What follows belongs to an exercise in optimizing a design on an open flow for small area and a short achievable clock period; a production flow would make more cautious choices. Function was checked by simulation only, so behaviour that the tests miss may differ from the original. Power figures rest on the tool's default switching activity, not on a simulated workload.

== rev 12 ==
==> flow/design.v (excerpt) <==
module ldpc_row_top (
    input  logic        clk,
    input  logic        rst_n,
    input  logic        req_valid,
    input  logic [1:0]  req_layer,
    input  logic [4:0]  req_addr,
    input  logic [47:0] llr_in,
    output logic        rsp_valid,
    output logic [1:0]  rsp_layer,
    output logic [4:0]  rsp_addr,
    output logic [47:0] llr_out
);
Size in the first run: about 3,700 cells after synthesis, roughly 110 I/O pins, ~53,000 sq um of cells after synthesis.
make LEC_CHECK=0 CAP_MARGIN=20 CORE_MARGIN=2 CORE_UTILIZATION=60 CTS_CLUSTER_DIAMETER=80 CTS_CLUSTER_SIZE=25 SETUP_SLACK_MARGIN=3.7 SLEW_MARGIN=20 finish   # period 6.0 ns
run.sh (not shown) runs the stock make flow with config.mk's settings and CLKGATE_MAP_FILE= SYNTH_SCRIPT=/design/flow/synth_recipe.tcl, a recipe that flattens the netlist after the stock synthesis.
Rev 12 finished every step from synthesis to the final layout, and the layout passed the timing, DRC and antenna checks.
Changes in rev 13 relative to rev 12:
-- flow/config.mk --
<<< rev 12, line 8
export CAP_MARGIN = 20
export CORE_MARGIN = 2
export CORE_UTILIZATION = 60
export CTS_CLUSTER_DIAMETER = 80
export CTS_CLUSTER_SIZE = 25
export SETUP_SLACK_MARGIN = 3.7
export SLEW_MARGIN = 20
>>> rev 13, line 8
export CAP_MARGIN = 20
export CORE_MARGIN = 2
export CORE_UTILIZATION = 40
export CTS_CLUSTER_DIAMETER = 80
export CTS_CLUSTER_SIZE = 25
export SETUP_SLACK_MARGIN = 3.6
export SLEW_MARGIN = 20
[summary]
NOTE total power draw rev 12->rev 13 decreased slightly. Setup slack: rev 12 and rev 13 compared, higher one is rev 13. Multi-input gate share of the layout cell area | rev 13 below rev 12. Going from rev 12 to rev 13, number of cells upsized or downsized after cts shrank by about 19%, count of clock-buffer cells in the layout lost 13%, wire length moved down, number of antenna cells inserted picked up an extra 5. Count of vias placed by the detailed router in rev 13 vs rev 12: down 1,597.

---

## v6
ldpc_row_top, a different RTL version from the one above (not shown whole).
Size in the first run: about 3700 cells after synthesis, about 110 I/O pins, about 53000 um2 of cells after synthesis.
Settings: LEC_CHECK=0, CAP_MARGIN=20, CORE_MARGIN=2, CORE_UTILIZATION=60, CTS_CLUSTER_DIAMETER=80, CTS_CLUSTER_SIZE=25, SETUP_SLACK_MARGIN=3.6, SLEW_MARGIN=20; clock period 6.0 ns.
[inputs] v7 vs v6
# v6
export LEC_CHECK = 0
export CAP_MARGIN = 20
export CORE_MARGIN = 2
export CORE_UTILIZATION = 60
export CTS_CLUSTER_DIAMETER = 80
export CTS_CLUSTER_SIZE = 25
export SETUP_SLACK_MARGIN = 3.6
export SLEW_MARGIN = 20
create_clock -name core_clock -period 6.0 [get_ports {clk}]
# v7
export LEC_CHECK = 0
export CAP_MARGIN = 20
export CORE_MARGIN = 2
export CORE_UTILIZATION = 40
export CTS_CLUSTER_DIAMETER = 80
export CTS_CLUSTER_SIZE = 25
export SETUP_SLACK_MARGIN = 3.6
export SLEW_MARGIN = 20
create_clock -name core_clock -period 6.0 [get_ports {clk}]
==> results.txt <==
- The beginning of the critical path comes out u_row.rsub1[2] in one run and u_row.rsub1[1] in the other, namely in v7 and v6 respectively.
- v7 ended up with met2 as its global-route layer with the greatest usage; v6 ended up with met1.
- Final period demand of the worst path delta (v7 − v6): favourable
- The non-clock buffer count in v7 was lower than what v6 gave.
- Sequential share of cell area ends up higher on v6.
- On fraction of area in non-clock buffers: v7 sits above v6.
- v6 → v7: die area saw an increase; via count saw a decrease; number of fill cells saw an increase; switching part of the total saw little to no change.
- Against v6, v7 comes in 50 ps higher on register-to-register slack.
- On synthesized area, v7 and v6 are basically level.

---

Another version of the RTL of ldpc_row_top (not shown whole).
For scale: about 3700 cells after synthesis, ~1400 flip-flops, ~110 I/O pins, about 52000 um^2 of cells after synthesis.
clock: 6.0 ns
lec_check: 0
cap_margin: 20
core_margin: 2
core_utilization: 40
cts_cluster_diameter: 80
cts_cluster_size: 25
setup_slack_margin: 3.5
slew_margin: 20
Then changed:
--- a/flow/config.mk
+++ b/flow/config.mk
@@ -10,4 +10,2 @@
 export CORE_UTILIZATION = 40
-export CTS_CLUSTER_DIAMETER = 80
-export CTS_CLUSTER_SIZE = 25
 export SETUP_SLACK_MARGIN = 3.5
Worst setup slack got worse by 0.063 ns. Critical path depth rises by 1. Final cell count grows by 2.3%. Routed wire length rises by 0.72%. Sequential power barely changes. Utilization climbs by 1.7 points. Flip-flop and latch count does not change. Die area is unchanged. Register-to-register slack loses 0.06 ns.

---

ldpc_row_top, a different RTL version from the one above (not shown whole).
Size: roughly 3800 cells after synthesis, about 53000 µm² of cells after synthesis.
Settings: LEC_CHECK=0, CAP_MARGIN=20, CORE_MARGIN=2, CORE_UTILIZATION=40, SETUP_SLACK_MARGIN=3, SLEW_MARGIN=20; clock period 6.0 ns.
The starting point produced a clean layout.
Then changed:
SETUP_SLACK_MARGIN = 4   (was 3)
After rerunning:
- sequential power barely changes
- wire length rose by 15%
- core utilization rose by 5.8 points
- sequential cell count does not change
- final area rose by 12%
- total power rose by 16%
- via count rose by 8.6%
- setup slack is better by 0.034 ns
- non-clock buffer count rose by 347

---

Another version of the RTL of ldpc_row_top (not shown whole).
For scale: roughly 3700 cells after synthesis, roughly 1500 flip-flops, roughly 53000 sq um of cells after synthesis.
Design ldpc_row_top, start of the top module:
module ldpc_row_top (
    input  logic        clk,
    input  logic        rst_n,
    input  logic        req_valid,
    input  logic [1:0]  req_layer,
    input  logic [4:0]  req_addr,
    input  logic [47:0] llr_in,
    output logic        rsp_valid,
    output logic [1:0]  rsp_layer,
    output logic [4:0]  rsp_addr,
    output logic [47:0] llr_out
);
Settings: LEC_CHECK=0, CAP_MARGIN=20, CORE_MARGIN=2, CORE_UTILIZATION=60, CTS_CLUSTER_DIAMETER=80, CTS_CLUSTER_SIZE=25, SETUP_SLACK_MARGIN=3.6, SLEW_MARGIN=20, TNS_END_PERCENT=30; clock period 6.0 ns.
Then changed:
Settings changed: CTS_CLUSTER_DIAMETER 80 to 100, CTS_CLUSTER_SIZE 25 to 30, TNS_END_PERCENT 30 to unset.
Result: The changed run went through all stages and came out clean; flip-flop and latch count is unchanged; design area is lower by 1.1%; die area is unchanged; via count barely changes; register-to-register slack improves by 0.03 ns; utilization fell by 0.72 points; maximum frequency grows by 1.1%; routed wire length came out lower by 0.40%; total power went down by 2.1%; non-clock buffer count goes up by 4; count of clock-buffer cells in the layout shrinks by 4.

---

the baseline:
Starting RTL as in the previous note.
Settings: LEC_CHECK=0, CAP_MARGIN=20, CORE_MARGIN=2, CORE_UTILIZATION=60, CTS_CLUSTER_DIAMETER=80, CTS_CLUSTER_SIZE=25, SETUP_SLACK_MARGIN=3.8, SLEW_MARGIN=20; clock period 6.0 ns.
#### Input delta (the candidate over the baseline)
Settings: swapping 60 for 70 in CORE_UTILIZATION; swapping 3.8 for 3.6 in SETUP_SLACK_MARGIN.
==> comparison <==
In the reports for the baseline and the candidate, the larger share of final layout cell area taken by non-clock buffers belongs to the baseline.
Per the comparison of the candidate with the baseline, tap cell count decreased by 17% relative to the old numbers, first-pass GRT wire length decreased by about 5% relative to the old numbers.

---

Setup of run A:
Starting RTL as in the previous note.
export LEC_CHECK = 0
export CAP_MARGIN = 20
export CORE_MARGIN = 2
export CORE_UTILIZATION = 60
export CTS_CLUSTER_DIAMETER = 80
export CTS_CLUSTER_SIZE = 25
export PLACE_DENSITY = 0.7
export SETUP_SLACK_MARGIN = 3.6
export SLEW_MARGIN = 20
create_clock -name core_clock -period 6.0 [get_ports {clk}]
Having completed the whole flow, run A delivered a layout that passed the timing, DRC and antenna checks.
Modified inputs, run B compared to run A
- PLACE_DENSITY: 0.7 -> unset
Findings:
- Run B ended with every stage complete and zero timing, DRC or antenna violations.
- Between run A and run B, the flow reports wire length on met3 decreasing by more than 10%.
- STATUS total half-perimeter wirelength after legalization and detailed placement: run B loses against run A
- Relative to run A, run B improves worst setup timing slack at the placement stage.
- [run B vs run A] utilization: higher in run B
- Delta (run B minus run A): switching fraction of total power held steady; layout overhead on the synthesized area went up by 0.73 points; routed wire length has increased.

==> separate check: timing with driven ports <==
No port has a modelled driver above. Below, the same layouts with a new extraction and two added sets of constraints. Step 1 assumes that a clkbuf_16 drives the clock port and a buf_2 every other input. Step 2 times the ports against the registers' clock, not the clock port: input delays grow and output delays shrink by t, the midpoint of the rising clock arrivals with the driver on. Three values: ideal, step 1, step 2; two values: the first two.
| run | t, ns | slack for setup (ns) | worst hold slack (ns) | clock arrival spread, ns | worst data-port slew with drivers (ns) |
|---|---|---|---|---|---|
| rev 12 | 0.719 | 3.557 / 3.557 / 3.182 | 0.326 / 0.326 / 0.326 | 0.040 / 0.040 | 0.07 |
| rev 13 | 0.760 | 3.585 / 3.545 / 3.099 | 0.323 / 0.323 / 0.323 | 0.039 / 0.039 | 0.06 |
| v6 | 0.710 | 3.522 / 3.522 / 3.072 | 0.325 / 0.325 / 0.325 | 0.045 / 0.044 | 0.04 |
| v7 | 0.767 | 3.573 / 3.573 / 3.088 | 0.309 / 0.309 / 0.309 | 0.062 / 0.062 | 0.05 |
| the first run of note 3 | 0.773 | 3.432 / 3.432 / 3.008 | 0.324 / 0.324 / 0.324 | 0.060 / 0.060 | 0.05 |
| the second run of note 3 | 0.863 | 3.369 / 3.369 / 2.852 | 0.315 / 0.315 / 0.315 | 0.048 / 0.048 | 0.05 |
| the first run of note 4 | 0.835 | 2.883 / 2.883 / 2.552 | 0.286 / 0.286 / 0.286 | 0.054 / 0.054 | 0.05 |
| the second run of note 4 | 0.848 | 2.917 / 2.917 / 2.917 | 0.317 / 0.317 / 0.317 | 0.038 / 0.038 | 0.05 |
| the first run of note 5 | 0.722 | 3.488 / 3.488 / 3.001 | 0.330 / 0.330 / 0.330 | 0.045 / 0.045 | 0.04 |
| the second run of note 5 | 0.754 | 3.515 / 3.515 / 3.080 | 0.332 / 0.332 / 0.332 | 0.059 / 0.059 | 0.05 |
| the baseline | 0.724 | 3.630 / 3.627 / 3.184 | 0.326 / 0.326 / 0.326 | 0.049 / 0.049 | 0.04 |
| the candidate | 0.714 | 3.516 / 3.516 / 3.079 | 0.322 / 0.322 / 0.322 | 0.041 / 0.041 | 0.05 |
| run A | 0.736 | 3.593 / 3.593 / 3.094 | 0.328 / 0.328 / 0.328 | 0.038 / 0.038 | 0.04 |
| run B | 0.725 | 3.557 / 3.557 / 3.066 | 0.331 / 0.331 / 0.331 | 0.045 / 0.044 | 0.04 |
After both steps setup and hold are still met in every run listed. For the second run of note 3, which loses most, drivers alone change the setup slack by 0.000 ns; drivers and shift together by -0.517 ns.
